This design comes from an exercise in tuning for small area, a short achievable clock period and few clock cycles per item on the open sky130 flow, not from production work.
Power and IR drop assume default switching activity.

==> flow/design.v <==
`default_nettype none
package frgbe_pkg;
   localparam logic [62:0] BlackThreshold = 63'h3E112E0BE826D695;
   localparam logic [10:0] OverflowExp = 11'd1150;
   localparam logic [10:0] ExpBase = 11'd984;
   function automatic logic [7:0] exp_byte(input logic [7:0] e);
      logic [7:0] r;
      logic [8:0] c;
      localparam logic [7:0] K = 8'd90;
      c[0] = 1'b0;
      for (int k = 0; k < 8; k++) begin
         if (K[k]) begin
            r[k] = ~(e[k] ^ c[k]);
            c[k + 1] = e[k] | c[k];
         end else begin
            r[k] = e[k] ^ c[k];
            c[k + 1] = e[k] & c[k];
         end
      end
      exp_byte = r;
   endfunction
   function automatic logic below_threshold(input logic [62:0] x);
      logic [63:0] lt, gt;
      lt = '0;
      gt = '0;
      for (int i = 0; i < 63; i++) begin
         lt[i] = ~x[i] & BlackThreshold[i];
         gt[i] = x[i] & ~BlackThreshold[i];
      end
      for (int w = 1; w < 64; w = w * 2) begin
         for (int i = 0; i + w < 64; i = i + 2 * w) begin
            lt[i] = lt[i + w] | (~gt[i + w] & lt[i]);
            gt[i] = gt[i + w] | (~lt[i + w] & gt[i]);
         end
      end
      below_threshold = lt[0];
   endfunction
endpackage
`default_nettype wire
`default_nettype none
module frgbe_max
(
   input  wire logic [63:0] in_bits,
   output logic [7:0]       out_exp,
   output logic             out_below,
   output logic             out_inf,
   output logic             out_over
);
   logic ones, frac_nz, valid;
   logic [10:0] off;
   always_comb begin
      ones = &in_bits[62:52];
      frac_nz = |in_bits[51:0];
      valid = !in_bits[63] && !ones;
      off = in_bits[62:52] - frgbe_pkg::ExpBase;
      out_exp = (valid && in_bits[62:52] > frgbe_pkg::ExpBase) ? off[7:0] : 8'd0;
      out_inf = !in_bits[63] && ones && !frac_nz;
      out_over = valid && (in_bits[62:52] >= frgbe_pkg::OverflowExp);
      out_below = in_bits[63] || (ones && frac_nz) ||
                  frgbe_pkg::below_threshold(in_bits[62:0]);
   end
endmodule
`default_nettype wire
`default_nettype none
module frgbe_scale
(
   input  wire logic [7:0]  e0, e1, e2,
   input  wire logic [6:0]  f0, f1, f2,
   input  wire logic        black,
   input  wire logic        over,
   output logic [31:0]      out_word
);
   logic [8:0] d01, d02, d12;
   logic sel0, sel1, sel2;
   logic [2:0] n01, n02, n12, sh0, sh1, sh2;
   logic z0, z1, z2;
   logic [7:0] m0, m1, m2, eb;
   function automatic logic ge8(input logic [8:0] d);
      ge8 = !d[8] && (d[7:3] != 5'd0);
   endfunction
   function automatic logic le8n(input logic [8:0] d);
      le8n = d[8] && ((d[7:3] != 5'h1F) || (d[2:0] == 3'd0));
   endfunction
   always_comb begin
      d01 = {1'b0, e0} - {1'b0, e1};
      d02 = {1'b0, e0} - {1'b0, e2};
      d12 = {1'b0, e1} - {1'b0, e2};
      n01 = 3'd0 - d01[2:0];
      n02 = 3'd0 - d02[2:0];
      n12 = 3'd0 - d12[2:0];
      sel0 = !d01[8] && !d02[8];
      sel1 = !sel0 && !d12[8];
      sel2 = !sel0 && !sel1;
      z0 = (sel1 && le8n(d01)) || (sel2 && le8n(d02));
      sh0 = sel1 ? n01 : (sel2 ? n02 : 3'd0);
      z1 = (sel0 && ge8(d01)) || (sel2 && le8n(d12));
      sh1 = sel0 ? d01[2:0] : (sel2 ? n12 : 3'd0);
      z2 = (sel0 && ge8(d02)) || (sel1 && ge8(d12));
      sh2 = sel0 ? d02[2:0] : (sel1 ? d12[2:0] : 3'd0);
      m0 = {1'b1, f0} >> sh0;
      m1 = {1'b1, f1} >> sh1;
      m2 = {1'b1, f2} >> sh2;
      eb = sel0 ? frgbe_pkg::exp_byte(e0) :
           (sel1 ? frgbe_pkg::exp_byte(e1) : frgbe_pkg::exp_byte(e2));
      if (black) out_word = '0;
      else if (over) out_word = '1;
      else out_word = {eb, z2 ? 8'd0 : m2, z1 ? 8'd0 : m1, z0 ? 8'd0 : m0};
   end
endmodule
`default_nettype wire
`default_nettype none
module float_to_rgbe_encode
(
   input  wire logic         clock,
   input  wire logic         reset,
   input  wire logic         req_tvalid,
   output logic              req_tready,
   input  wire logic [191:0] req_tdata,   
   output logic              rsp_tvalid,
   input  wire logic         rsp_tready,
   output logic [31:0]       rsp_tdata    
);
   logic adv, v1_ff, idle2_ff;
   logic [31:0] w_ff, w_in;
   logic [7:0] e0, e1, e2, e0_ff, e1_ff, e2_ff;
   logic [6:0] f0_ff, f1_ff, f2_ff;
   logic b0, b1, b2, i0, i1, i2, o0, o1, o2;
   logic black_ff, over_ff;
   frgbe_max u_c0 (.in_bits(req_tdata[63:0]), .out_exp(e0),
                   .out_below(b0), .out_inf(i0), .out_over(o0));
   frgbe_max u_c1 (.in_bits(req_tdata[127:64]), .out_exp(e1),
                   .out_below(b1), .out_inf(i1), .out_over(o1));
   frgbe_max u_c2 (.in_bits(req_tdata[191:128]), .out_exp(e2),
                   .out_below(b2), .out_inf(i2), .out_over(o2));
   frgbe_scale u_scale (.e0(e0_ff), .e1(e1_ff), .e2(e2_ff), .f0(f0_ff), .f1(f1_ff), .f2(f2_ff),
                        .black(black_ff), .over(over_ff), .out_word(w_in));
   assign adv = idle2_ff || rsp_tready;
   assign req_tready = adv;
   always_ff @(posedge clock) begin
      if (reset) begin
         v1_ff <= 1'b0;
         idle2_ff <= 1'b1;
      end else if (adv) begin
         v1_ff <= req_tvalid;
         idle2_ff <= !v1_ff;
      end
      if (adv) begin
         e0_ff <= e0;
         e1_ff <= e1;
         e2_ff <= e2;
         f0_ff <= req_tdata[51:45];
         f1_ff <= req_tdata[115:109];
         f2_ff <= req_tdata[179:173];
         black_ff <= b0 && b1 && b2;
         over_ff <= i0 || i1 || i2 || o0 || o1 || o2;
         w_ff <= w_in;
      end
   end
   assign rsp_tvalid = !idle2_ff;
   assign rsp_tdata = w_ff;
endmodule
`default_nettype wire
export LEC_CHECK = 0
export ABC_AREA = 1
export CAP_MARGIN = 20
export CORE_MARGIN = 2
export CORE_UTILIZATION = 40
export SETUP_SLACK_MARGIN = 3.5
export SLEW_MARGIN = 20
create_clock -name core_clock -period 6.3 [get_ports {clock}]
standard.sh (not shown) runs the stock make flow with config.mk's settings and CLKGATE_MAP_FILE= SYNTH_SCRIPT=/design/flow/synth_recipe.tcl, a recipe that flattens the netlist after the stock synthesis.
==> flow/flow/run.sh <==
#!/bin/bash
# Standard layout, except that the port buffers are the smallest buffer cell
# instead of the delay buffer buffer_ports picks by default. Each tool's full
# output lands in the ORFS logs under orfs/logs; make's own output in make.log.
set -euo pipefail
export BUFFER_PORTS_ARGS="-buffer_cell sky130_fd_sc_hd__buf_1"
bash standard.sh > make.log 2>&1
The starting point ran to the end with no violations.
Rerun with:
--- a/flow/design.v
+++ b/flow/design.v
@@ -70,11 +70,11 @@
    input  wire logic        over,
    output logic [31:0]      out_word
 );
    logic [8:0] d01, d02, d12;
    logic sel0, sel1, sel2;
-   logic [2:0] n01, n02, n12, sh0, sh1, sh2;
+   logic [2:0] n01, n02, n12;
    logic z0, z1, z2;
    logic [7:0] m0, m1, m2, eb;
    function automatic logic ge8(input logic [8:0] d);
       ge8 = !d[8] && (d[7:3] != 5'd0);
    endfunction
@@ -90,18 +90,15 @@
       n12 = 3'd0 - d12[2:0];
       sel0 = !d01[8] && !d02[8];
       sel1 = !sel0 && !d12[8];
       sel2 = !sel0 && !sel1;
       z0 = (sel1 && le8n(d01)) || (sel2 && le8n(d02));
-      sh0 = sel1 ? n01 : (sel2 ? n02 : 3'd0);
       z1 = (sel0 && ge8(d01)) || (sel2 && le8n(d12));
-      sh1 = sel0 ? d01[2:0] : (sel2 ? n12 : 3'd0);
       z2 = (sel0 && ge8(d02)) || (sel1 && ge8(d12));
-      sh2 = sel0 ? d02[2:0] : (sel1 ? d12[2:0] : 3'd0);
-      m0 = {1'b1, f0} >> sh0;
-      m1 = {1'b1, f1} >> sh1;
-      m2 = {1'b1, f2} >> sh2;
+      m0 = sel1 ? {1'b1, f0} >> n01 : (sel2 ? {1'b1, f0} >> n02 : {1'b1, f0});
+      m1 = sel0 ? {1'b1, f1} >> d01[2:0] : (sel2 ? {1'b1, f1} >> n12 : {1'b1, f1});
+      m2 = sel0 ? {1'b1, f2} >> d02[2:0] : (sel1 ? {1'b1, f2} >> d12[2:0] : {1'b1, f2});
       eb = sel0 ? frgbe_pkg::exp_byte(e0) :
            (sel1 ? frgbe_pkg::exp_byte(e1) : frgbe_pkg::exp_byte(e2));
       if (black) out_word = '0;
       else if (over) out_word = '1;
       else out_word = {eb, z2 ? 8'd0 : m2, z1 ? 8'd0 : m1, z0 ? 8'd0 : m0};
@@ -118,11 +115,11 @@
    input  wire logic [191:0] req_tdata,   
    output logic              rsp_tvalid,
    input  wire logic         rsp_tready,
    output logic [31:0]       rsp_tdata    
 );
-   logic adv, v1_ff, idle2_ff;
+   logic adv, v1_ff, v2_ff;
    logic [31:0] w_ff, w_in;
    logic [7:0] e0, e1, e2, e0_ff, e1_ff, e2_ff;
    logic [6:0] f0_ff, f1_ff, f2_ff;
    logic b0, b1, b2, i0, i1, i2, o0, o1, o2;
    logic black_ff, over_ff;
@@ -132,19 +129,19 @@
                    .out_below(b1), .out_inf(i1), .out_over(o1));
    frgbe_max u_c2 (.in_bits(req_tdata[191:128]), .out_exp(e2),
                    .out_below(b2), .out_inf(i2), .out_over(o2));
    frgbe_scale u_scale (.e0(e0_ff), .e1(e1_ff), .e2(e2_ff), .f0(f0_ff), .f1(f1_ff), .f2(f2_ff),
                         .black(black_ff), .over(over_ff), .out_word(w_in));
-   assign adv = idle2_ff || rsp_tready;
+   assign adv = !v2_ff || rsp_tready;
    assign req_tready = adv;
    always_ff @(posedge clock) begin
       if (reset) begin
          v1_ff <= 1'b0;
-         idle2_ff <= 1'b1;
+         v2_ff <= 1'b0;
       end else if (adv) begin
          v1_ff <= req_tvalid;
-         idle2_ff <= !v1_ff;
+         v2_ff <= v1_ff;
       end
       if (adv) begin
          e0_ff <= e0;
          e1_ff <= e1;
          e2_ff <= e2;
@@ -154,9 +151,9 @@
          black_ff <= b0 && b1 && b2;
          over_ff <= i0 || i1 || i2 || o0 || o1 || o2;
          w_ff <= w_in;
       end
    end
-   assign rsp_tvalid = !idle2_ff;
+   assign rsp_tvalid = v2_ff;
    assign rsp_tdata = w_ff;
 endmodule
 `default_nettype wire
Clock power came out higher by 6.4%.
Critical path depth is unchanged.
Routed wire length came out higher by 24%.
Design area came out higher by 10%.
Cell count came out higher by 19%.
Die area came out higher by 13%.
Synthesized area came out higher by 13%.
Combinational power came out higher by 22%.
Worst setup slack gets worse by 0.071 ns.
Global-route usage came out higher by 2.6 points.
No run of this note included a check of the RTL's function; only the layout flow was run.

==> what the ideal ports hide <==
The flow's constraints put no driver on any port. The routed layouts listed below were extracted and timed again, unchanged, in two steps.
Step 1: set_driving_cell puts a clkbuf_16 on clock and a buf_2 on each other input, an assumption about the parent block.
Step 2 moves the port delays by t, midway between the first and last clock arrival at a register: inputs arrive t later, outputs are due t later. That takes back most of the time a late clock gives input paths.
Slacks: ideal / step 1 / step 2; pairs: ideal / step 1.
| run | shift t [ns] | slack for setup (ns) | worst setup path at the end |
|---|---|---|---|
| the first run | 0.394 | 3.365 / 3.333 / 3.333 | input to output |
| the second run | 0.398 | 3.294 / 3.261 / 3.167 | input to register |
After both steps every run listed still meets setup and hold. The setup slack of the second run, which loses most, moves by -0.033 ns with the drivers and by -0.127 ns with both steps.
